This is an optimization exercise on Yosys and OpenROAD, whose aim is small area, a short achievable clock period and few clock cycles per item, not a production implementation. Only simulation tests tie the RTL to the original design; equivalence was not proved. Power figures rest on the tool's default switching activity, not on a simulated workload.

Setup of old:
Design yuv2rgb_top, start of the top module:
module yuv2rgb_top
(
	input logic CLOCK_50_I,
	input logic resetn,
	input logic in_valid,
	output logic in_ready,
	input logic [7:0] y,
	input logic [7:0] u,
	input logic [7:0] v,
	output logic out_valid,
	input logic out_ready,
	output logic [7:0] r,
	output logic [7:0] g,
	output logic [7:0] b
);
export LEC_CHECK = 0
export CAP_MARGIN = 20
export CORE_MARGIN = 2
export CORE_UTILIZATION = 40
export SETUP_SLACK_MARGIN = 4.2
export SLEW_MARGIN = 20
export SYNTH_HIERARCHICAL = 1
create_clock -name core_clock -period 8.0 [get_ports {CLOCK_50_I}]
standard.sh (not shown) runs the stock make flow with config.mk's settings and CLKGATE_MAP_FILE= SYNTH_SCRIPT=/design/flow/synth_recipe.tcl, a recipe that flattens the netlist after the stock synthesis.
==> flow/flow/run.sh <==
#!/bin/bash
# The standard layout (standard.sh: ORFS synthesis to final layout), with one
# change: the buffers that buffer_ports puts on every input and output port are
# plain sky130_fd_sc_hd__buf_1 cells instead of the default (a slow delay
# buffer).  Every port still gets its own buffer; the resizer may resize them.
set -euo pipefail
bash standard.sh "BUFFER_PORTS_ARGS=-buffer_cell sky130_fd_sc_hd__buf_1" finish > flow_standard.log 2>&1
old completed; timing, DRC and antenna clean
Testbench counts of old, summed over its fixed seeds: cycles 32,016, pixels 32,000.
The following lists how new was set up differently from old:
--- a/flow/config.mk
+++ b/flow/config.mk
@@ -9,5 +9,5 @@
 export CORE_MARGIN = 2
 export CORE_UTILIZATION = 40
-export SETUP_SLACK_MARGIN = 4.2
+export SETUP_SLACK_MARGIN = 4.3
 export SLEW_MARGIN = 20
 export SYNTH_HIERARCHICAL = 1
==> comparison <==
Largest net degree at the start of global routing: new vs old identical. ~same synthesized-area fraction occupied by xor and xnor cells in new and old. new vs old, via count of the first global-routing pass went down by 0.92%. The startpoint of the worst setup timing path comes out y[6] in one run and y[4] in the other, namely in new and old respectively. Higher data arrival time of the critical path among new and old: old.

========
yuv2rgb_top, a different RTL version from the one above (not shown whole).
Size in the first run: roughly 930 cells after synthesis, ~74 flip-flops, roughly 54 I/O pins, roughly 9300 um2 of cells after synthesis.
==> flow/design.v (excerpt) <==
module yuv2rgb_top
(
	input logic CLOCK_50_I,
	input logic resetn,
	input logic in_valid,
	output logic in_ready,
	input logic [7:0] y,
	input logic [7:0] u,
	input logic [7:0] v,
	output logic out_valid,
	input logic out_ready,
	output logic [7:0] r,
	output logic [7:0] g,
	output logic [7:0] b
);
==> flow/config.mk <==
export PLATFORM = sky130hd
export DESIGN_NAME = yuv2rgb_top
export DESIGN_NICKNAME = yuv2rgb_top
export VERILOG_FILES = /design/flow/design.v
export SDC_FILE = /design/flow/constraint.sdc
export NUM_CORES = 4
export LEC_CHECK = 0
export CAP_MARGIN = 20
export CORE_MARGIN = 2
export CORE_UTILIZATION = 40
export SETUP_SLACK_MARGIN = 4.3
export SLEW_MARGIN = 20
export SYNTH_HIERARCHICAL = 1
==> flow/constraint.sdc <==
create_clock -name core_clock -period 8.0 [get_ports {CLOCK_50_I}]
set_input_delay 1.6000 -clock core_clock [delete_from_list [all_inputs] [get_ports {CLOCK_50_I}]]
set_output_delay 1.6000 -clock core_clock [all_outputs]
set_load 0.01 [all_outputs]
Scripts as last shown in full above: flow/flow/run.sh
Testbench counts at the start, summed over its fixed seeds: cycles 32,016, pixels 32,000.
Change:
SETUP_SLACK_MARGIN = 4.2   (was 4.3)
Outcome: Final area went down by 2.9%; cell count came out lower by 1.8%; area after synthesis does not change; count of clock-buffer cells in the layout stays the same; power fell by 4.1%; routed wire length came out lower by 0.32%.
Change:
CORE_UTILIZATION = 60   (was 40)
PLACE_DENSITY = 0.75   (was unset)
SETUP_SLACK_MARGIN = 4.3   (was 4.2)
=> Cell area rises by 1.7%; utilization grows by 25 points; via count grows by 6.8%; worst setup slack is better by 110 ps; register-to-register slack gains 30 ps; routed wire length is higher by 8.2%; total power increases by 5.8%; synthesized cell count stays the same; worst hold slack loses 4.4 ps; critical path depth is unchanged; synthesized area does not change.

==> separate check: timing with driven ports <==
Ports are ideal in the flow. The routed layouts listed here were re-timed in OpenROAD. Step 1 assumes that a clkbuf_16 drives the clock port and a buf_2 every other input. Step 2 also shifts input and output timing later by t, the mid clock arrival at the registers, as if the neighbouring blocks saw the same clock. Slacks: no drivers / after step 1 / after step 2; pairs: no drivers / after step 1.
run	t (ns)	slack for setup (ns)	worst data-port slew with drivers (ns)
old	0.389	4.307 / 4.331 / 3.943	0.04
new	0.384	4.370 / 4.367 / 3.984	0.06
the first run of note 2	0.386	4.373 / 4.354 / 3.985	0.06
the second run of note 2	0.391	4.251 / 4.275 / 3.884	0.05
the third run of note 2	0.392	4.357 / 4.353 / 3.962	0.06
After both steps setup and hold are still met in every run listed. The setup slack of the third run of note 2, which loses most, moves by -0.004 ns with the drivers and by -0.395 ns with both steps.
